Background: an optimization exercise with open tools, aiming at small area, a short achievable clock period and few clock cycles. Do not read the settings as production practice.
In this exercise RTL edits were held to simulation tests only and were not proved equivalent to the original.

## wip/garnet
## contact_manifold_slot_replacer
module contact_manifold_slot_replacer #(
   parameter int COORD_BITS = cmsr_pkg::COORD_BITS_DEF
) (
   input  logic clock,
   input  logic reset,
   input  logic req_tvalid,
   output logic req_tready,
   input  logic [((cmsr_pkg::DEPTH_BITS + 3*COORD_BITS + 2 + 7) / 8) * 8 - 1:0] req_tdata,
   input  logic [cmsr_pkg::MODE_BITS-1:0] req_tuser,
   output logic rsp_tvalid,
   input  logic rsp_tready,
   output logic [cmsr_pkg::RSP_BITS-1:0] rsp_tdata
);
   localparam int CW   = COORD_BITS;
   localparam int DW   = CW + 1;             
   localparam int XW   = 2 * DW + 1;         
   localparam int QW   = 2 * XW - 4;         
   localparam int TW   = QW + 2;             
   localparam int HW   = TW + 1;             
   localparam int X_LO = DEPTH_BITS;
   localparam int Y_LO = DEPTH_BITS + CW;
   localparam int Z_LO = DEPTH_BITS + 2 * CW;
   localparam int R_LO = DEPTH_BITS + 3 * CW;
   logic signed [DEPTH_BITS-1:0] sd [SLOTS];
   logic signed [CW-1:0]         sp [SLOTS][3];
   logic [COUNT_BITS-1:0]        count_ff;
   logic                         x_valid, x_fullr, x_computed;
   logic [MODE_BITS-1:0]         x_mode;
   logic signed [DEPTH_BITS-1:0] x_depth;
   logic signed [CW-1:0]         x_pt [3];
   logic [SLOT_BITS-1:0]         x_rslot, x_pick;
   logic                         r_valid;
   logic [SLOT_BITS-1:0]         r_written;
   logic [1:0]                   f_cnt;
   logic [RSP_BITS-1:0]          f_data0, f_data1;
   logic                         prot_valid;
   logic [SLOT_BITS-1:0]         prot_slot;
   logic                         sq_go, sq_first;
   logic [SLOT_BITS-1:0]         sq_s;
   logic [1:0]                   sq_t;
   logic [SLOTS-1:0]             sel_i, sel_j, sel_k;
   logic                         uv_valid, uv_last;
   logic [SLOT_BITS-1:0]         uv_s;
   logic signed [DW-1:0]         u [3];
  ...
clock: 12.0 ns
lec_check: 0
cap_margin: 50
core_margin: 2
core_utilization: 55
place_density: 0.68
setup_slack_margin: 5
slew_margin: 50
run.sh (not shown) runs the stock make flow with config.mk's settings and CLKGATE_MAP_FILE= SYNTH_SCRIPT=/design/flow/synth_recipe.tcl, a recipe that flattens the netlist after the stock synthesis.
Testbench counts of wip/garnet, summed over its fixed seeds: cycles 17,361.
What wip/xenon does differently from wip/garnet at the input level:
# wip/garnet
export LEC_CHECK = 0
export CAP_MARGIN = 50
export CORE_MARGIN = 2
export CORE_UTILIZATION = 55
export PLACE_DENSITY = 0.68
export SETUP_SLACK_MARGIN = 5
export SLEW_MARGIN = 50
create_clock -name core_clock -period 12.0 [get_ports {clock}]
# wip/xenon
export LEC_CHECK = 0
export CAP_MARGIN = 20
export CORE_MARGIN = 2
export CORE_UTILIZATION = 55
export PLACE_DENSITY = 0.68
export SETUP_SLACK_MARGIN = 5
export SLEW_MARGIN = 20
create_clock -name core_clock -period 12.0 [get_ports {clock}]
Results
Taking wip/garnet as the reference point, the post-placement worst setup slack of wip/xenon falls by 0.13 ns.
Between wip/garnet and wip/xenon, the cell count does not differ in any meaningful way.
wip/xenon ends up with lower total track usage than wip/garnet does.
Side by side, number of fill cells turned out higher in wip/xenon than in wip/garnet.

* * *

03-02:
Another version of the RTL of contact_manifold_slot_replacer (not shown whole).
Size in the first run: roughly 17000 cells after synthesis, about 1200 flip-flops, roughly 88 I/O pins.
Settings: LEC_CHECK=0, CAP_MARGIN=20, CORE_MARGIN=2, CORE_UTILIZATION=55, PLACE_DENSITY=0.68, SETUP_SLACK_MARGIN=5, SLEW_MARGIN=20; clock period 12.0 ns.
Testbench counts of 03-02, summed over its fixed seeds: cycles 16,220.
What 06-10 does differently from 03-02 at the input level:
- PLACE_DENSITY no longer set, was 0.68
- CORE_UTILIZATION now 40, was 55
Notes after the runs:
- Every run (03-02 and 06-10) finished clean.
- Relative to 03-02, the maximum number of pins on one net before global-route repair of 06-10 is higher by 19%.
- 06-10 vs. 03-02: smallest setup slack after layout went down by 0.14 ns.
- Maximum frequency went down by a few percent going from 03-02 to 06-10.
- Diff 03-02 -> 06-10 | number of optimization iterations in the first detailed-route pass | increase of 1
- Comparing 03-02 against 06-10, there is no change at all in number of buffers inserted by hold repair at cts.

* * *

contact_manifold_slot_replacer, a different RTL version from the one above (not shown whole).
Size in the first run: ~1400 flip-flops, ~88 I/O pins.
clock: 12.0 ns
lec_check: 0
cap_margin: 20
core_margin: 2
core_utilization: 40
slew_margin: 20
Testbench counts at the start, summed over its fixed seeds: cycles 17,361.
Rerun with:
SETUP_SLACK_MARGIN = 5   (was default)
Outcome:
- maximum frequency goes up by 21%
- routed wire length goes up by 0.51%

==> what the ideal ports hide <==
In the flow no input, the clock included, has a driving cell. The finished layouts below were timed again as built, in two steps. Step 1, drivers: a clkbuf_16 drives clock and a buf_2 each remaining input, both assumed. Step 2 moves the port delays by t, midway between the first and last clock arrival at a register: inputs arrive t later, outputs are due t later. That takes back most of the time a late clock gives input paths. a / b / c = ideal / step 1 / step 2; a / b = the first two.
| run | t, ns | slack for setup (ns) | worst setup path after step 2 | slew at the worst register clock pin (ns) |
|---|---|---|---|---|
| wip/garnet | 1.006 | 6.808 / 6.808 / 6.808 | register to register | 0.07 / 0.07 |
| wip/xenon | 0.994 | 6.560 / 6.560 / 6.560 | register to register | 0.07 / 0.07 |
| 03-02 | 0.987 | 5.232 / 5.232 / 5.232 | register to register | 0.07 / 0.07 |
| 06-10 | 1.010 | 5.088 / 5.088 / 5.088 | register to register | 0.08 / 0.08 |
| the first run of note 3 | 1.022 | 3.850 / 3.850 / 3.850 | register to register | 0.07 / 0.07 |
| the second run of note 3 | 1.022 | 5.284 / 5.284 / 5.284 | register to register | 0.07 / 0.07 |
After both steps every run listed still meets setup and hold.
